From an optimization exercise on the open Yosys and OpenROAD flow, aimed at a short achievable clock period and few clock cycles; shortcuts taken in it are not production practice. RTL that was checked went through simulation tests only; none was proved equivalent to the original. No activity file was given, so power comes from the tool's default toggle rates.

run 2:
==> flow/design.v <==
package rv_pkg;
    localparam int XLEN      = 32;
    localparam int REG_COUNT = 32;
    localparam int REG_AW    = 5;
    localparam int APB_AW    = 12;
    localparam int ALU_OPW   = 4;
    typedef logic [XLEN-1:0]    word_t;
    typedef logic [REG_AW-1:0]  reg_addr_t;
    typedef logic [ALU_OPW-1:0] alu_op_t;
    typedef logic [APB_AW-1:0]  apb_addr_t;
    typedef enum logic [1:0] {
        IDLE,
        DECODE,
        EXECUTE,
        WRITEBACK
    } state_t;
    localparam logic [6:0] OPC_LUI    = 7'b0110111;
    localparam logic [6:0] OPC_AUIPC  = 7'b0010111;
    localparam logic [6:0] OPC_JAL    = 7'b1101111;
    localparam logic [6:0] OPC_JALR   = 7'b1100111;
    localparam logic [6:0] OPC_BRANCH = 7'b1100011;
    localparam logic [6:0] OPC_OP_IMM = 7'b0010011;
    localparam logic [6:0] OPC_OP     = 7'b0110011;
    localparam logic [2:0] F3_ADD_SUB = 3'b000;
    localparam logic [2:0] F3_SLL     = 3'b001;
    localparam logic [2:0] F3_SLT     = 3'b010;
    localparam logic [2:0] F3_SLTU    = 3'b011;
    localparam logic [2:0] F3_XOR     = 3'b100;
    localparam logic [2:0] F3_SRL_SRA = 3'b101;
    localparam logic [2:0] F3_OR      = 3'b110;
    localparam logic [2:0] F3_AND     = 3'b111;
    localparam logic [2:0] F3_BEQ  = 3'b000;
    localparam logic [2:0] F3_BNE  = 3'b001;
    localparam logic [2:0] F3_BLT  = 3'b100;
    localparam logic [2:0] F3_BGE  = 3'b101;
    localparam logic [2:0] F3_BLTU = 3'b110;
    localparam logic [2:0] F3_BGEU = 3'b111;
    localparam logic [6:0] F7_BASE = 7'b0000000;
    localparam logic [6:0] F7_ALT  = 7'b0100000;  
    localparam alu_op_t ALU_ADD    = 4'd0;
    localparam alu_op_t ALU_SUB    = 4'd1;
    localparam alu_op_t ALU_SLT    = 4'd2;
    localparam alu_op_t ALU_SLTU   = 4'd3;
    localparam alu_op_t ALU_AND    = 4'd4;
    localparam alu_op_t ALU_OR     = 4'd5;
    localparam alu_op_t ALU_XOR    = 4'd6;
    localparam alu_op_t ALU_SLL    = 4'd7;
    localparam alu_op_t ALU_SRL    = 4'd8;
    localparam alu_op_t ALU_SRA    = 4'd9;
    localparam alu_op_t ALU_PASS_B = 4'd10;  
    localparam apb_addr_t REG_BASE   = 12'h000;
    localparam apb_addr_t PC_ADDR    = 12'h080;
    localparam apb_addr_t INSTR_ADDR = 12'h084;
    localparam word_t RESET_PC = 32'h0000_0000;
endpackage
`timescale 1ns/1ps
module rv_slice_top (
    input  logic        clk,
    input  logic        rst_n,
    input  logic [11:0] paddr,
    input  logic        psel,
    input  logic        penable,
    input  logic        pwrite,
    input  logic [31:0] pwdata,
    output logic [31:0] prdata,
    output logic        pready,
    output logic        pslverr
);
    logic [31:0] regs [1:31];
    logic [31:0] pc;
    logic        pcu_v, pcu_take;
    logic [31:0] pcu_tgt, pcu_p4, pc_nx;
    assign pc_nx = pcu_v ? (pcu_take ? pcu_tgt : pcu_p4) : pc;
    logic [31:0] wb_d;
    logic [31:1] wb_we;
    logic [31:0] regs_nx [1:31];
    always_comb
        for (int i = 1; i < 32; i++) regs_nx[i] = wb_we[i] ? wb_d : regs[i];
    logic [31:0] ins;
    logic [31:0] rs1_v, rs2_v, rdp_v;
    logic [6:0]  opc;
    logic [2:0]  f3;
    logic [6:0]  f7;
    logic        d_lui, d_auipc, d_jal, d_jalr, d_br, d_opi, d_op, d_legal, d_alu;
    logic        is_instr, read_ok;
    assign ins = pwdata;
    assign opc = ins[6:0];
    assign f3  = ins[14:12];
    assign f7  = ins[31:25];
    logic [32*32-1:0] rf_flat;    
    logic [32*32-1:0] rf_flat_p;  
    always_comb begin
        rf_flat[31:0] = 32'd0;
        for (int i = 1; i < 32; i++) rf_flat[32*i +: 32] = regs_nx[i];
        rf_flat_p = rf_flat;
        rf_flat_p[31:0] = {32{paddr[7]}} & pc_nx;
    end
    assign rs1_v = rf_flat[32*ins[19:15] +: 32];
    logic             b_rs2;
    logic [4:0]       ra2;
    logic [32*32-1:0] rf_flat_2;
    assign b_rs2 = opc[5] & ~opc[2];
    assign ra2   = ins[24:20] & {5{b_rs2}};
    always_comb begin
        rf_flat_2 = rf_flat;
        rf_flat_2[31:0] = b_rs2 ? 32'd0 : {{20{ins[31]}}, ins[31:20]};
    end
    assign rs2_v = rf_flat_2[32*ra2 +: 32];
    assign rdp_v = rf_flat_p[32*paddr[6:2] +: 32];
    assign d_lui   = opc == 7'b0110111;
    assign d_auipc = opc == 7'b0010111;
    assign d_jal   = opc == 7'b1101111;
    assign d_jalr  = opc == 7'b1100111 && f3 == 3'b000;
    assign d_br    = opc == 7'b1100011 && f3[2:1] != 2'b01;
    assign d_opi   = opc == 7'b0010011 &&
                     (f3 == 3'b001 ? f7 == 7'h00 :
                      f3 == 3'b101 ? (f7 == 7'h00 || f7 == 7'h20) : 1'b1);
    assign d_op    = opc == 7'b0110011 &&
                     (f7 == 7'h00 || (f7 == 7'h20 && (f3 == 3'b000 || f3 == 3'b101)));
    logic f7_base, f7_zero, opc11;
    assign f7_base = ~f7[6] & ~|f7[4:0];
    assign f7_zero = f7_base & ~f7[5];
    assign opc11   = opc[1] & opc[0];
    assign d_legal = opc11 & (
          (~opc[6] &  opc[4] & ~opc[3] & opc[2])                           
        | ( opc[6] &  opc[5] & ~opc[4] & opc[3] & opc[2])                  
        | ( opc[6] &  opc[5] & ~opc[4] & ~opc[3] & opc[2] & ~|f3)          
        | ( opc[6] &  opc[5] & ~opc[4] & ~opc[3] & ~opc[2] & (f3[2] | ~f3[1]))    
        | (~opc[6] & ~opc[5] &  opc[4] & ~opc[3] & ~opc[2] &
           (f3[1] | ~f3[0] | (f3[2] ? f7_base : f7_zero)))                 
        | (~opc[6] &  opc[5] &  opc[4] & ~opc[3] & ~opc[2] &
           f7_base & (~f7[5] | (f3[1:0] == 2'b00 & ~f3[2]) | (f3 == 3'b101))));  
    assign is_instr = paddr == 12'h084;
    assign read_ok  = (paddr[11:7] == 5'd0 && paddr[1:0] == 2'b00) || paddr == 12'h080;
    logic c_alu, c_br;
    assign c_alu = opc[4] & ~opc[2];             
    assign c_br  = opc[6] & ~opc[2];             
    logic [31:0] op_a, op_b, imm;
    logic [31:1] wsel;
    logic        s_add, s_sub, s_sll, s_slt, s_sltu, s_xor, s_srl, s_sra, s_or, s_and;
    logic        s_lui, s_auipc, s_link, s_jalr;
    logic        t_jal, t_beq, t_bne, t_blt, t_bge, t_bltu, t_bgeu;
    logic        exec, xfer_q, legal_q;
    logic        err_q, rdy_q;
    logic [31:0] rdata_q;
    always_ff @(posedge clk) begin
        op_a  <= rs1_v;
        op_b  <= rs2_v;
        imm   <= opc[2] ? (opc[3] ? {{12{ins[31]}}, ins[19:12], ins[20], ins[30:21], 1'b0}
                                  : {ins[31:12], 12'b0})
                        : {{20{ins[31]}}, ins[7], ins[30:25], ins[11:8], 1'b0};
        for (int i = 1; i < 32; i++)
            wsel[i] <= ins[11:7] == i[4:0] && !c_br;
        s_add   <= c_alu & (f3 == 3'b000) & ~(opc[5] & ins[30]);
        s_sub   <= c_alu & (f3 == 3'b000) &  (opc[5] & ins[30]);
        s_sll   <= c_alu & (f3 == 3'b001);
        s_slt   <= c_alu & (f3 == 3'b010);
        s_sltu  <= c_alu & (f3 == 3'b011);
        s_xor   <= c_alu & (f3 == 3'b100);
        s_srl   <= c_alu & (f3 == 3'b101) & ~ins[30];
        s_sra   <= c_alu & (f3 == 3'b101) &  ins[30];
        s_or    <= c_alu & (f3 == 3'b110);
        s_and   <= c_alu & (f3 == 3'b111);
        s_lui   <= d_lui;
        s_auipc <= d_auipc;
        s_link  <= d_jal | d_jalr;
        s_jalr  <= d_jalr;
        t_jal   <= d_jal;
        t_beq   <= c_br & (f3 == 3'b000);
        t_bne   <= c_br & (f3 == 3'b001);
        t_blt   <= c_br & (f3 == 3'b100);
        t_bge   <= c_br & (f3 == 3'b101);
        t_bltu  <= c_br & (f3 == 3'b110);
        t_bgeu  <= c_br & (f3 == 3'b111);
        rdata_q <= rdp_v;
    end
    always_ff @(posedge clk or negedge rst_n) begin
        if (!rst_n) begin
            xfer_q  <= 1'b0;
            legal_q <= 1'b0;
            err_q <= 1'b0;
            rdy_q <= 1'b0;
        end else begin
            xfer_q  <= psel & ~penable & pwrite & is_instr;
            legal_q <= d_legal;
            err_q <= pwrite ? ~(is_instr & d_legal) : ~read_ok;
            rdy_q <= 1'b1;
        end
    end
    assign exec    = xfer_q & legal_q;
    assign prdata  = rdata_q;
    assign pslverr = err_q;
    assign pready  = rdy_q;
    logic [31:0] sum, diff, pc4, tgt, shl, shr, rd_data;
    logic        lt_s, lt_u, eq, taken;
    assign sum  = op_a + op_b;
    assign diff = op_a - op_b;
    assign lt_u = op_a < op_b;
    assign lt_s = $signed(op_a) < $signed(op_b);
    assign eq   = op_a == op_b;
    assign shl = op_a << op_b[4:0];
    assign shr = 32'($signed({s_sra & op_a[31], op_a}) >>> op_b[4:0]);
    assign pc4 = pc + 32'd4;
    assign tgt = pc + imm;
    assign rd_data = ({32{s_add}}   & sum)
                   | ({32{s_sub}}   & diff)
                   | ({32{s_sll}}   & shl)
                   | ({32{s_srl | s_sra}} & shr)
                   | ({32{s_xor}}   & (op_a ^ op_b))
                   | ({32{s_or}}    & (op_a | op_b))
                   | ({32{s_and}}   & (op_a & op_b))
                   | {31'd0, (s_slt & lt_s) | (s_sltu & lt_u)}
                   | ({32{s_lui}}   & imm)
                   | ({32{s_auipc}} & tgt)
                   | ({32{s_link}}  & pc4);
    assign taken = t_jal | (t_beq & eq) | (t_bne & ~eq) | (t_blt & lt_s) | (t_bge & ~lt_s)
                 | (t_bltu & lt_u) | (t_bgeu & ~lt_u);
    always_ff @(posedge clk or negedge rst_n) begin
        if (!rst_n) begin
            pc    <= 32'd0;
            pcu_v <= 1'b0;
            wb_we <= '0;
        end else begin
            pc    <= pc_nx;
            pcu_v <= exec;
            wb_we <= exec ? wsel : '0;
        end
    end
    always_ff @(posedge clk) begin
        wb_d     <= rd_data;
        pcu_take <= taken | s_jalr;
        pcu_tgt  <= s_jalr ? {sum[31:1], 1'b0} : tgt;
        pcu_p4   <= pc4;
    end
    always_ff @(posedge clk or negedge rst_n) begin
        if (!rst_n) begin
            for (int i = 1; i < 32; i++) regs[i] <= 32'd0;
        end else begin
            for (int i = 1; i < 32; i++)
                if (wb_we[i]) regs[i] <= wb_d;
        end
    end
endmodule
clock: 12.0 ns
lec_check: 0
abc_clock_period_in_ps: 1500
cap_margin: 20
core_margin: 2
core_utilization: 36
cts_cluster_diameter: 100
cts_cluster_size: 16
place_density: 0.45
setup_slack_margin: 5
slew_margin: 20
standard.sh (not shown) runs the stock make flow with config.mk's settings and CLKGATE_MAP_FILE= SYNTH_SCRIPT=/design/flow/synth_recipe.tcl, a recipe that flattens the netlist after the stock synthesis.
==> flow/flow/run.sh <==
#!/bin/bash
# Standard ORFS layout (the standard.sh, standard synthesis), with the
# timing repair steps asked to reach a larger setup margin than the flow
# settings allow, so that repair keeps sizing the design for speed.
set -euo pipefail
cd "$(dirname "$0")/.."
MARGIN=$(cat flow/margin.txt)
bash standard.sh SETUP_SLACK_MARGIN="$MARGIN" finish > flow_make.log 2>&1
==> flow/flow/margin.txt <==
8.6
Run 2 finished every stage and its layout cleared the timing, DRC and antenna checks.
For run 3, these inputs were changed with respect to run 2:
diff --git a/flow/design.v b/flow/design.v
--- a/flow/design.v
+++ b/flow/design.v
@@ -93,22 +93,13 @@
         rf_flat[31:0] = 32'd0;
         for (int i = 1; i < 32; i++) rf_flat[32*i +: 32] = regs_nx[i];
         rf_flat_p = rf_flat;
         rf_flat_p[31:0] = {32{paddr[7]}} & pc_nx;
     end
     assign rs1_v = rf_flat[32*ins[19:15] +: 32];
-    logic             b_rs2;
-    logic [4:0]       ra2;
-    logic [32*32-1:0] rf_flat_2;
-    assign b_rs2 = opc[5] & ~opc[2];
-    assign ra2   = ins[24:20] & {5{b_rs2}};
-    always_comb begin
-        rf_flat_2 = rf_flat;
-        rf_flat_2[31:0] = b_rs2 ? 32'd0 : {{20{ins[31]}}, ins[31:20]};
-    end
-    assign rs2_v = rf_flat_2[32*ra2 +: 32];
+    assign rs2_v = rf_flat[32*ins[24:20] +: 32];
     assign rdp_v = rf_flat_p[32*paddr[6:2] +: 32];
     assign d_lui   = opc == 7'b0110111;
     assign d_auipc = opc == 7'b0010111;
     assign d_jal   = opc == 7'b1101111;
     assign d_jalr  = opc == 7'b1100111 && f3 == 3'b000;
     assign d_br    = opc == 7'b1100011 && f3[2:1] != 2'b01;
@@ -142,13 +133,13 @@
     logic        t_jal, t_beq, t_bne, t_blt, t_bge, t_bltu, t_bgeu;
     logic        exec, xfer_q, legal_q;
     logic        err_q, rdy_q;
     logic [31:0] rdata_q;
     always_ff @(posedge clk) begin
         op_a  <= rs1_v;
-        op_b  <= rs2_v;
+        op_b  <= (opc[5] & ~opc[2]) ? rs2_v : {{20{ins[31]}}, ins[31:20]};
         imm   <= opc[2] ? (opc[3] ? {{12{ins[31]}}, ins[19:12], ins[20], ins[30:21], 1'b0}
                                   : {ins[31:12], 12'b0})
                         : {{20{ins[31]}}, ins[7], ins[30:25], ins[11:8], 1'b0};
         for (int i = 1; i < 32; i++)
             wsel[i] <= ins[11:7] == i[4:0] && !c_br;
         s_add   <= c_alu & (f3 == 3'b000) & ~(opc[5] & ins[30]);
Results
Timing, DRC, antenna: 0 failures across run 3 and run 2
Summary of run 3 over run 2: wire length decreased by 12% relative to the old numbers; total power decreased by 5.9% relative to the old numbers; global-route usage decreased by 3.9 points relative to the old numbers; growth of design area from synthesis to finish decreased by 5.4 points relative to the old numbers.
Number of design-rule violations left by the first detailed-router iteration in run 3 vs run 2: down 2542
Testbench counts of run 3, summed over its fixed seeds: cycles 48,000.
Function not checked in run 2: the RTL went through the layout flow alone.

## static timing again, ports no longer ideal
Ports are ideal in the flow. The routed layouts listed here were re-timed in OpenROAD. Step 1: set_driving_cell puts a clkbuf_16 on clk and a buf_2 on each other input, an assumption about the parent block. Step 2 times the ports against the registers' clock, not the clock port: input delays grow and output delays shrink by t, the midpoint of the rising clock arrivals with the driver on. a / b / c = ideal ports / drivers / drivers and shift; a / b = the first two.
run	shift t [ns]	setup WS [ns]	worst hold slack (ns)	latest minus earliest clock arrival (ns)
run 2	0.888	7.912 / 7.727 / 6.839	0.445 / 0.445 / 0.445	0.052 / 0.052
run 3	0.887	8.233 / 7.992 / 7.105	0.470 / 0.470 / 0.470	0.058 / 0.058
After both steps every run listed still meets setup and hold. For run 3, which loses most, drivers alone change the setup slack by -0.241 ns; drivers and shift together by -1.128 ns.
